Source: an optimization exercise on an open RTL-to-GDS flow (aim: small area, a short achievable clock period and few clock cycles per item). Production flows keep margins and buffers that such runs may drop.
RTL that was checked went through simulation tests only; none was proved equivalent to the original.
Power figures rest on the tool's default switching activity, not on a simulated workload.

==> module occupancy_box_and_mask_pack, before the edit <==
module occupancy_box_and_mask_pack (
    input  wire logic                                i_clk,
    input  wire logic                                i_rst_n,
    input  wire logic                                start,
    output logic                                     busy,
    input  wire logic [obpk_pkg::MAP_W-1:0]          i_occupancy,
    input  wire logic [obpk_pkg::TYPE_W-1:0]         i_liquid_type,
    output logic                                     o_strobe,
    output logic      [obpk_pkg::POS_W-1:0]          o_box_x,
    output logic      [obpk_pkg::POS_W-1:0]          o_box_z,
    output logic      [obpk_pkg::SPAN_W-1:0]         o_box_width,
    output logic      [obpk_pkg::SPAN_W-1:0]         o_box_height,
    output logic                                     o_all_filled,
    output logic                                     o_grid_empty,
    output logic                                     o_mask_present,
    output logic      [obpk_pkg::MAP_W-1:0]          o_packed_mask,
    output logic      [obpk_pkg::BYTES_W-1:0]        o_heightmap_bytes
);
    logic [7:0]                     n_rows;
    logic [7:0]                     n_cols;
    logic [obpk_pkg::POS_W-1:0]     n_lo_z;
    logic                           r1_vld;
    logic [obpk_pkg::MAP_W-1:0]     r1_map;
    logic [obpk_pkg::POS_W-1:0]     r1_lo_x;
    logic [obpk_pkg::POS_W-1:0]     r1_lo_z;
    logic [obpk_pkg::POS_W-1:0]     r1_hi_x;
    logic [obpk_pkg::POS_W-1:0]     r1_hi_z;
    logic                           r1_any;
    logic                           r1_full;
    logic                           r1_depth_only;
    logic [obpk_pkg::MAP_W-1:0]     zmap;
    logic [obpk_pkg::MAP_W-1:0]     xmap;
    logic                           r2_vld;
    logic [obpk_pkg::MAP_W-1:0]     r2_map;
    logic [obpk_pkg::POS_W-1:0]     r2_lo_x;
    logic [obpk_pkg::POS_W-1:0]     r2_lo_z;
    logic [8:1]                     r2_sel;      
    logic [8:1]                     r2_h_hot;
    logic                           r2_full;
    logic                           r2_depth_only;
    logic [8:1]                     w_hot;
    logic [obpk_pkg::MAP_W-1:0]     aligned;
    logic [obpk_pkg::MAP_W-1:0]     packed_mask;
    assign busy = 1'b0;
    for (genvar z = 0; z < 8; z++) begin : g_row
        assign n_rows[z] = |i_occupancy[z*8 +: 8];
    end
    assign n_cols = i_occupancy[7:0]   | i_occupancy[15:8]  | i_occupancy[23:16]
                  | i_occupancy[31:24] | i_occupancy[39:32] | i_occupancy[47:40]
                  | i_occupancy[55:48] | i_occupancy[63:56];
    assign n_lo_z = obpk_pkg::first_set(n_rows);
    always_ff @(posedge i_clk) begin
        if (!i_rst_n) begin
            r1_vld <= 1'b0;
        end else begin
            r1_vld <= start;
        end
        r1_map        <= n_lo_z[2] ? {32'd0, i_occupancy[63:32]} : i_occupancy;
        r1_lo_x       <= obpk_pkg::first_set(n_cols);
        r1_lo_z       <= n_lo_z;
        r1_hi_x       <= obpk_pkg::last_set(n_cols);
        r1_hi_z       <= obpk_pkg::last_set(n_rows);
        r1_any        <= |n_rows;
        r1_full       <= &i_occupancy;
        r1_depth_only <= (i_liquid_type == obpk_pkg::NO_FLOAT_TYPE);
    end
    assign zmap = r1_map >> {r1_lo_z[1:0], 3'b000};
    for (genvar r = 0; r < 8; r++) begin : g_xrow
        assign xmap[r*8 +: 8] = zmap[r*8 +: 8] >> {r1_lo_x[2:1], 1'b0};
        assign aligned[r*8 +: 8] = r2_map[r*8 +: 8] >> r2_lo_x[0];
    end
    always_ff @(posedge i_clk) begin
        if (!i_rst_n) begin
            r2_vld <= 1'b0;
        end else begin
            r2_vld <= r1_vld;
        end
        r2_map        <= xmap;
        r2_lo_x       <= r1_lo_x;
        r2_lo_z       <= r1_lo_z;
        r2_sel        <= obpk_pkg::width_hot(r1_lo_x, r1_hi_x, r1_any & ~r1_full);
        r2_h_hot      <= obpk_pkg::width_hot(r1_lo_z, r1_hi_z, r1_any);
        r2_full       <= r1_full;
        r2_depth_only <= r1_depth_only;
    end
    obpk_pack u_pack (
        .i_aligned (aligned),
        .i_sel     (r2_sel),
        .o_packed  (packed_mask)
    );
    assign w_hot = {r2_sel[8] | r2_full, r2_sel[7:1]};
    always_ff @(posedge i_clk) begin
        if (!i_rst_n) begin
            o_strobe <= 1'b0;
        end else begin
            o_strobe <= r2_vld;
        end
        o_box_x           <= r2_lo_x;
        o_box_z           <= r2_lo_z;
        o_box_width       <= obpk_pkg::width_of(w_hot);
        o_box_height      <= obpk_pkg::width_of(r2_h_hot);
        o_all_filled      <= r2_full;
        o_grid_empty      <= ~|r2_h_hot;
        o_mask_present    <= |r2_sel;
        o_packed_mask     <= packed_mask;
        o_heightmap_bytes <= obpk_pkg::heightmap_bytes(w_hot, r2_h_hot, r2_depth_only);
    end
endmodule
==> flow/config.mk <==
export PLATFORM = sky130hd
export DESIGN_NAME = occupancy_box_and_mask_pack
export DESIGN_NICKNAME = occupancy_box_and_mask_pack
export VERILOG_FILES = /design/flow/design.v
export SDC_FILE = /design/flow/constraint.sdc
export NUM_CORES = 4
export LEC_CHECK = 0
export CAP_MARGIN = 20
export CORE_MARGIN = 2
export CORE_UTILIZATION = 55
export CTS_BUF_LIST = sky130_fd_sc_hd__clkbuf_8
export SETUP_SLACK_MARGIN = 2.6
export SLEW_MARGIN = 20
export TNS_END_PERCENT = 5
==> flow/constraint.sdc <==
create_clock -name core_clock -period 4.5 [get_ports {i_clk}]
set_input_delay 0.9000 -clock core_clock [delete_from_list [all_inputs] [get_ports {i_clk}]]
set_output_delay 0.9000 -clock core_clock [all_outputs]
set_load 0.01 [all_outputs]
standard.sh (not shown) runs the stock make flow with config.mk's settings and CLKGATE_MAP_FILE= SYNTH_SCRIPT=/design/flow/synth_recipe.tcl, a recipe that flattens the netlist after the stock synthesis.
==> flow/flow/run.sh <==
#!/bin/bash
# Standard layout, with plain buffers on the ports instead of the
# delay-cell buffers that buffer_ports picks on its own.
set -euo pipefail
export BUFFER_PORTS_ARGS="-buffer_cell sky130_fd_sc_hd__buf_1"
bash standard.sh > standard_flow.log 2>&1
Edit:
--- a/flow/design.v
+++ b/flow/design.v
@@ -112,9 +112,8 @@
     output logic      [obpk_pkg::BYTES_W-1:0]        o_heightmap_bytes
 );
     logic [7:0]                     n_rows;
     logic [7:0]                     n_cols;
-    logic [obpk_pkg::POS_W-1:0]     n_lo_z;
     logic                           r1_vld;
     logic [obpk_pkg::MAP_W-1:0]     r1_map;
     logic [obpk_pkg::POS_W-1:0]     r1_lo_x;
     logic [obpk_pkg::POS_W-1:0]     r1_lo_z;
@@ -142,28 +141,27 @@
     end
     assign n_cols = i_occupancy[7:0]   | i_occupancy[15:8]  | i_occupancy[23:16]
                   | i_occupancy[31:24] | i_occupancy[39:32] | i_occupancy[47:40]
                   | i_occupancy[55:48] | i_occupancy[63:56];
-    assign n_lo_z = obpk_pkg::first_set(n_rows);
     always_ff @(posedge i_clk) begin
         if (!i_rst_n) begin
             r1_vld <= 1'b0;
         end else begin
             r1_vld <= start;
         end
-        r1_map        <= n_lo_z[2] ? {32'd0, i_occupancy[63:32]} : i_occupancy;
+        r1_map        <= i_occupancy;
         r1_lo_x       <= obpk_pkg::first_set(n_cols);
-        r1_lo_z       <= n_lo_z;
+        r1_lo_z       <= obpk_pkg::first_set(n_rows);
         r1_hi_x       <= obpk_pkg::last_set(n_cols);
         r1_hi_z       <= obpk_pkg::last_set(n_rows);
         r1_any        <= |n_rows;
         r1_full       <= &i_occupancy;
         r1_depth_only <= (i_liquid_type == obpk_pkg::NO_FLOAT_TYPE);
     end
-    assign zmap = r1_map >> {r1_lo_z[1:0], 3'b000};
+    assign zmap = r1_map >> {r1_lo_z, 3'b000};
     for (genvar r = 0; r < 8; r++) begin : g_xrow
-        assign xmap[r*8 +: 8] = zmap[r*8 +: 8] >> {r1_lo_x[2:1], 1'b0};
-        assign aligned[r*8 +: 8] = r2_map[r*8 +: 8] >> r2_lo_x[0];
+        assign xmap[r*8 +: 8] = zmap[r*8 +: 8] >> {r1_lo_x[2], 2'b00};
+        assign aligned[r*8 +: 8] = r2_map[r*8 +: 8] >> r2_lo_x[1:0];
     end
     always_ff @(posedge i_clk) begin
         if (!i_rst_n) begin
             r2_vld <= 1'b0;
Outcome: Global-route usage barely changes; die area hardly moves; clock skew is about the same; cell count decreases slightly; count of clock-buffer cells in the layout drops by 4; non-clock buffer count decreases by 12; combinational power falls by roughly a tenth; final area came out lower slightly.
Testbench counts after the change, summed over its fixed seeds: cycles 16,024, items 16,000.
The RTL of the first run of this note was laid out without a check of its function.

## afterwards: timing with drivers on the ports
No port has a modelled driver above. Below, the same layouts with a new extraction and two added sets of constraints.
Step 1 assumes that a clkbuf_16 drives the clock port and a buf_2 every other input.
Step 2 moves the port delays by t, midway between the first and last clock arrival at a register: inputs arrive t later, outputs are due t later. That takes back most of the time a late clock gives input paths.
Slacks: no drivers / after step 1 / after step 2; pairs: no drivers / after step 1.
run | t, ns | setup WS [ns] | worst hold slack (ns) | latest minus earliest clock arrival (ns) | cell pins on the clock port's net
the first run | 0.585 | 2.298 / 2.298 / 1.751 | 0.318 / 0.318 / 0.318 | 0.032 / 0.031 | 1
the second run | 0.581 | 2.451 / 2.451 / 1.941 | 0.326 / 0.326 / 0.326 | 0.024 / 0.025 | 1
After both steps setup and hold are still met in every run listed. The setup slack of the first run, which loses most, moves by 0.000 ns with the drivers and by -0.547 ns with both steps.
